Background: an optimization exercise with open tools, aiming at small area, a short achievable clock period and few clock cycles per item. Do not read the settings as production practice. Power is estimated from default activity; no workload was simulated.

## exp/amber
==> flow/design.v <==
package bps_pkg;
  localparam int unsigned PATTERN_WORDS = 7;
  localparam int unsigned CFG_DATA_W    = 64;
  localparam int unsigned CFG_IDX_W     = 3;
  localparam int unsigned LEN_W         = 6;
  localparam int unsigned START_W       = 16;
  typedef enum logic [CFG_IDX_W-1:0] {
    CFG_BOUNDARY_LENGTH = 3'd0,
    CFG_PATTERN_WORD_0  = 3'd1,
    CFG_PATTERN_WORD_1  = 3'd2,
    CFG_PATTERN_WORD_2  = 3'd3,
    CFG_PATTERN_WORD_3  = 3'd4,
    CFG_PATTERN_WORD_4  = 3'd5,
    CFG_PATTERN_WORD_5  = 3'd6,
    CFG_PATTERN_WORD_6  = 3'd7
  } cfg_idx_e;
  typedef struct packed {
    logic [7:0] data_byte;
    logic       last_byte;
  } in_t;
  typedef struct packed {
    logic               found;
    logic               full_res;
    logic [START_W-1:0] match_start;
    logic [LEN_W-1:0]   bytes_missing;
  } out_t;
endpackage
module boundary_prefix_search #(
  parameter int unsigned      MAX_BOUNDARY   = 56,
  parameter longint unsigned  MAX_STRING_LEN = 65536
) (
  input  logic                                clk_i,
  input  logic                                rst_ni,
  input  logic                                in_valid_i,
  output logic                                in_stall_o,
  input  logic [8:0]                          in_data_i,
  output logic                                out_valid_o,
  input  logic                                out_stall_i,
  output logic [23:0]                         out_data_o,
  input  logic                                cfg_we_i,
  input  logic [2:0]                          cfg_idx_i,
  input  logic [63:0]                         cfg_data_i
);
  localparam int unsigned NB = 56;
  logic [5:0]         lenm1_q;            
  logic [NB-1:0][7:0] pat_q;
  logic [6:0]         wv_q;               
  logic [5:0]         lenm1_d;
  always_comb begin
    if (cfg_data_i[5:0] == 6'd0)       lenm1_d = 6'd0;
    else if (cfg_data_i[5:0] > 6'd56)  lenm1_d = 6'd55;
    else                               lenm1_d = cfg_data_i[5:0] - 6'd1;
  end
  always_ff @(posedge clk_i or negedge rst_ni) begin
    if (!rst_ni) begin
      lenm1_q <= 6'd0;
      wv_q    <= '0;
    end else if (cfg_we_i) begin
      if (cfg_idx_i == 3'd0) lenm1_q <= lenm1_d;
      else                   wv_q[cfg_idx_i - 3'd1] <= 1'b1;
    end
  end
  always_ff @(posedge clk_i) begin
    for (int w = 0; w < 7; w++) begin
      if (cfg_we_i && cfg_idx_i == 3'(w + 1)) begin
        for (int j = 0; j < 8; j++) pat_q[w*8 + j] <= cfg_data_i[j*8 +: 8];
      end
    end
  end
  logic stall_q;
  logic l_valid_q, l_last_q, l_ph_q, out_valid_q;
  logic take, l_ready, out_free, move;
  logic l_valid_d, l_last_d, l_ph_d, out_valid_d;
  assign take     = in_valid_i && !stall_q;
  assign out_free = !out_valid_q || !out_stall_i;
  assign l_ready  = !l_valid_q || !l_last_q || (l_ph_q && out_free);
  assign move     = l_valid_q && l_last_q && l_ph_q && out_free;
  always_comb begin
    l_valid_d   = l_ready ? take : l_valid_q;
    l_last_d    = l_ready ? (take && in_data_i[0]) : l_last_q;
    l_ph_d      = l_valid_q && l_last_q && !l_ready;
    out_valid_d = move || (out_valid_q && out_stall_i);
  end
  always_ff @(posedge clk_i or negedge rst_ni) begin
    if (!rst_ni) begin
      stall_q     <= 1'b0;
      l_valid_q   <= 1'b0;
      l_last_q    <= 1'b0;
      l_ph_q      <= 1'b0;
      out_valid_q <= 1'b0;
    end else begin
      stall_q     <= l_valid_d && l_last_d && (!l_ph_d || out_valid_d);
      l_ph_q      <= l_ph_d;
      l_valid_q   <= l_valid_d;
      l_last_q    <= l_last_d;
      out_valid_q <= out_valid_d;
    end
  end
  logic [NB-1:0] live_q, live_d, hit;
  logic [15:0]   pcnt_q, pcnt_d;          
  logic          first_q;                 
  logic          full_seen_q;
  logic          full_now;
  logic          l_take;
  logic          at_lim;
  logic          zbyte;
  assign l_take = take;                   
  always_comb begin
    zbyte = (in_data_i[8:1] == 8'd0);
    for (int k = 0; k < NB; k++) begin
      hit[k] = wv_q[k/8] ? (pat_q[k] == in_data_i[8:1]) : zbyte;
    end
    at_lim    = !first_q && (pcnt_q == 16'hFFFF);
    live_d[0] = hit[0] && !at_lim;
    for (int k = 1; k < NB; k++) begin
      live_d[k] = hit[k] && live_q[k-1] && !first_q && !at_lim;
    end
    if (first_q)                                                   pcnt_d = 16'd1;
    else if (pcnt_q == 16'hFFFF || full_seen_q || (l_valid_q && full_now)) pcnt_d = pcnt_q;
    else                                                           pcnt_d = pcnt_q + 16'd1;
  end
  always_ff @(posedge clk_i or negedge rst_ni) begin
    if (!rst_ni) begin
      first_q     <= 1'b1;
      full_seen_q <= 1'b0;
    end else begin
      if (l_take) first_q <= in_data_i[0];
      if (l_valid_q && l_ready) full_seen_q <= !l_last_q && (full_seen_q || full_now);
    end
  end
  always_ff @(posedge clk_i) begin
    if (l_take) begin
      live_q <= live_d;
      pcnt_q <= pcnt_d;
    end
  end
  logic [63:0] scan;
  logic        tail_hit;
  logic [5:0]  tail_k;
  logic [31:0] v1;  logic [31:0][0:0] i1;
  logic [15:0] v2;  logic [15:0][1:0] i2;
  logic [7:0]  v3;  logic [7:0][2:0]  i3;
  logic [3:0]  v4;  logic [3:0][3:0]  i4;
  logic [1:0]  v5;  logic [1:0][4:0]  i5;
  always_comb begin
    full_now = live_q[lenm1_q];
    scan     = 64'(live_q);
    for (int n = 0; n < 32; n++) begin
      v1[n] = scan[2*n+1] | scan[2*n];
      i1[n] = scan[2*n+1];
    end
    for (int n = 0; n < 16; n++) begin
      v2[n] = v1[2*n+1] | v1[2*n];
      i2[n] = v1[2*n+1] ? {1'b1, i1[2*n+1]} : {1'b0, i1[2*n]};
    end
    for (int n = 0; n < 8; n++) begin
      v3[n] = v2[2*n+1] | v2[2*n];
      i3[n] = v2[2*n+1] ? {1'b1, i2[2*n+1]} : {1'b0, i2[2*n]};
    end
    for (int n = 0; n < 4; n++) begin
      v4[n] = v3[2*n+1] | v3[2*n];
      i4[n] = v3[2*n+1] ? {1'b1, i3[2*n+1]} : {1'b0, i3[2*n]};
    end
    for (int n = 0; n < 2; n++) begin
      v5[n] = v4[2*n+1] | v4[2*n];
      i5[n] = v4[2*n+1] ? {1'b1, i4[2*n+1]} : {1'b0, i4[2*n]};
    end
    tail_hit = v5[1] | v5[0];
    tail_k   = v5[1] ? {1'b1, i5[1]} : {1'b0, i5[0]};
  end
  function automatic logic [6:0] add_inv6(input logic [5:0] a, input logic [5:0] b,
                                          input logic ci);
    logic [5:0] x, g0, t0, g1, t1, g2, t2, g3;
    logic [6:0] c;
    x  = a ^ ~b;
    g0 = a & ~b;
    t0 = a | ~b;
    g0[0] = g0[0] | (t0[0] & ci);
    for (int i = 0; i < 6; i++) begin
      g1[i] = (i >= 1) ? (g0[i] | (t0[i] & g0[i-1])) : g0[i];
      t1[i] = (i >= 1) ? (t0[i] & t0[i-1]) : 1'b0;
    end
    for (int i = 0; i < 6; i++) begin
      g2[i] = (i >= 2) ? (g1[i] | (t1[i] & g1[i-2])) : g1[i];
      t2[i] = (i >= 2) ? (t1[i] & t1[i-2]) : 1'b0;
    end
    for (int i = 0; i < 6; i++) begin
      g3[i] = (i >= 4) ? (g2[i] | (t2[i] & g2[i-4])) : g2[i];
    end
    c = {g3, ci};
    add_inv6 = {c[6], x ^ c[5:0]};
  endfunction
  function automatic logic [9:0] dec10(input logic [9:0] a);
    for (int i = 0; i < 10; i++) begin
      dec10[i] = a[i] ^ ~(|(a & ((10'd1 << i) - 10'd1)));
    end
  endfunction
  logic        r_full_q, r_hit_q;
  logic [5:0]  r_sub_q;
  always_ff @(posedge clk_i) begin
    r_full_q <= full_seen_q || full_now;
    r_hit_q  <= full_seen_q || full_now || tail_hit;
    r_sub_q  <= (full_seen_q || full_now) ? lenm1_q : tail_k;
  end
  logic [6:0]  lo;
  logic [9:0]  hi_m1;
  logic [23:0] res;
  always_comb begin
    hi_m1 = dec10(pcnt_q[15:6]);
    lo    = add_inv6(pcnt_q[5:0], r_sub_q, 1'b0);
    res   = '0;
    if (r_hit_q) begin
      res[23]   = 1'b1;
      res[22]   = r_full_q;
      res[21:6] = {lo[6] ? pcnt_q[15:6] : hi_m1, lo[5:0]};
      res[5:0]  = add_inv6(lenm1_q, r_sub_q, 1'b1);
    end
  end
  logic [23:0] out_q;
  always_ff @(posedge clk_i) begin
    if (move) out_q <= res;
  end
  assign in_stall_o  = stall_q;
  assign out_valid_o = out_valid_q;
  assign out_data_o  = out_q;
endmodule
Settings: LEC_CHECK=0, ABC_CLOCK_PERIOD_IN_PS=2650, CAP_MARGIN=20, CORE_MARGIN=2, CORE_UTILIZATION=40, CTS_CLUSTER_DIAMETER=100, CTS_CLUSTER_SIZE=30, SETUP_SLACK_MARGIN=4.85, SLEW_MARGIN=20; clock period 7.5 ns.
run.sh (not shown) runs the stock make flow with config.mk's settings and CLKGATE_MAP_FILE= SYNTH_SCRIPT=/design/flow/synth_recipe.tcl, a recipe that flattens the netlist after the stock synthesis.
diff inputs: exp/amber => exp/cedar
# exp/amber
export LEC_CHECK = 0
export ABC_CLOCK_PERIOD_IN_PS = 2650
export CAP_MARGIN = 20
export CORE_MARGIN = 2
export CORE_UTILIZATION = 40
export CTS_CLUSTER_DIAMETER = 100
export CTS_CLUSTER_SIZE = 30
export SETUP_SLACK_MARGIN = 4.85
export SLEW_MARGIN = 20
create_clock -name core_clock -period 7.5 [get_ports {clk_i}]
# exp/cedar
export LEC_CHECK = 0
export ABC_CLOCK_PERIOD_IN_PS = 2500
export CAP_MARGIN = 20
export CORE_MARGIN = 2
export CORE_UTILIZATION = 40
export CTS_CLUSTER_DIAMETER = 100
export CTS_CLUSTER_SIZE = 30
export SETUP_SLACK_MARGIN = 4.87
export SLEW_MARGIN = 20
create_clock -name core_clock -period 7.5 [get_ports {clk_i}]
==> flow/flow/run.sh (new file) <==
#!/bin/bash
# The standard layout (the standard.sh: standard synthesis and ORFS on every step), with one
# change: the port buffers that ORFS inserts at placement are the platform's plain buf_1 rather
# than the delay cell buffer_ports picks by default; timing repair resizes them as usual.
set -euo pipefail
export BUFFER_PORTS_ARGS="-buffer_cell sky130_fd_sc_hd__buf_1"
bash standard.sh finish > standard_flow.log 2>&1
==> flow/standard.sh (new file) <==
#!/bin/bash
# synth_recipe.tcl (not shown) runs the flow's synth.tcl, then flattens the netlist and writes it again
# the make line also repeats each setting of config.mk as NAME=value (left out here)
make -C /OpenROAD-flow-scripts/flow DESIGN_CONFIG=/design/flow/config.mk WORK_HOME=/design/flow/orfs CLKGATE_MAP_FILE= SYNTH_SCRIPT=/design/flow/synth_recipe.tcl "${@:-finish}"
removed: flow/run.sh
## What came out
Cmp exp/cedar and exp/amber / final critical-path share of the clock period / higher: exp/amber
On sequential share of layout area: between exp/cedar and exp/amber, it ends up lower for exp/amber.
On sequential cell power, exp/amber tracks exp/cedar almost exactly.
Cmp exp/cedar and exp/amber / wire length reported by the detailed router / lower: exp/amber
Number of iterations in the first detailed-routing pass: exp/cedar vs exp/amber down 2
exp/cedar ended up with pcnt_q[14] as its capture point of the worst path; exp/amber ended up with pcnt_q[5].
### exp/cedar -> exp/harbor
# exp/cedar
export LEC_CHECK = 0
export ABC_CLOCK_PERIOD_IN_PS = 2500
export CAP_MARGIN = 20
export CORE_MARGIN = 2
export CORE_UTILIZATION = 40
export CTS_CLUSTER_DIAMETER = 100
export CTS_CLUSTER_SIZE = 30
export SETUP_SLACK_MARGIN = 4.87
export SLEW_MARGIN = 20
create_clock -name core_clock -period 7.5 [get_ports {clk_i}]
# exp/harbor
export LEC_CHECK = 0
export ABC_CLOCK_PERIOD_IN_PS = 2500
export CAP_MARGIN = 20
export CORE_MARGIN = 2
export CORE_UTILIZATION = 40
export CTS_CLUSTER_DIAMETER = 100
export CTS_CLUSTER_SIZE = 30
export SETUP_SLACK_MARGIN = 5.0
export SLEW_MARGIN = 20
create_clock -name core_clock -period 7.5 [get_ports {clk_i}]
==> flow/run.sh (new file) <==
#!/bin/bash
# synth_recipe.tcl (not shown) runs the flow's synth.tcl, then flattens the netlist and writes it again
# the make line also repeats each setting of config.mk as NAME=value (left out here)
make -C /OpenROAD-flow-scripts/flow DESIGN_CONFIG=/design/flow/config.mk WORK_HOME=/design/flow/orfs CLKGATE_MAP_FILE= SYNTH_SCRIPT=/design/flow/synth_recipe.tcl finish
removed: flow/flow/run.sh
removed: flow/standard.sh
[summary]
exp/harbor reached the final stage; the timing, DRC and antenna checks on its layout passed.
Summary of exp/harbor over exp/cedar: total power picked up an extra 2.4%; final setup slack of the worst path picked up an extra 21 ps.
Fmax | exp/harbor vs exp/cedar | exp/harbor faster
exp/harbor against exp/cedar: worst slew slack as a fraction of its limit lower; sequential logic power roughly the same.
The estimated wirelength of the detail-placed design in exp/harbor was lower than what exp/cedar gave.
No run of this note included a check of the RTL's function; only the layout flow was run.

==> static timing again, ports no longer ideal <==
In the flow no input, the clock included, has a driving cell. The finished layouts below were timed again as built, in two steps. Step 1 (the two cells are an assumption about what drives the block):
set clk [get_ports {clk_i}]
set_driving_cell -lib_cell sky130_fd_sc_hd__clkbuf_16 $clk
set_driving_cell -lib_cell sky130_fd_sc_hd__buf_2 [delete_from_list [all_inputs] $clk]
Step 2 times the ports against the registers' clock, not the clock port: input delays grow and output delays shrink by t, the midpoint of the rising clock arrivals with the driver on. a / b / c = ideal / step 1 / step 2; a / b = the first two.
| run | t, ns | slack for setup (ns) | latest minus earliest clock arrival (ns) | slew at the worst register clock pin (ns) |
|---|---|---|---|---|
| exp/amber | 0.658 | 4.718 / 4.718 / 4.097 | 0.028 / 0.028 | 0.12 / 0.12 |
| exp/cedar | 0.661 | 4.742 / 4.742 / 4.111 | 0.075 / 0.074 | 0.12 / 0.12 |
| exp/harbor | 0.665 | 4.763 / 4.763 / 4.221 | 0.027 / 0.027 | 0.12 / 0.12 |
After both steps every run listed still meets setup and hold. The setup slack of exp/cedar, which loses most, moves by 0.000 ns with the drivers and by -0.631 ns with both steps.
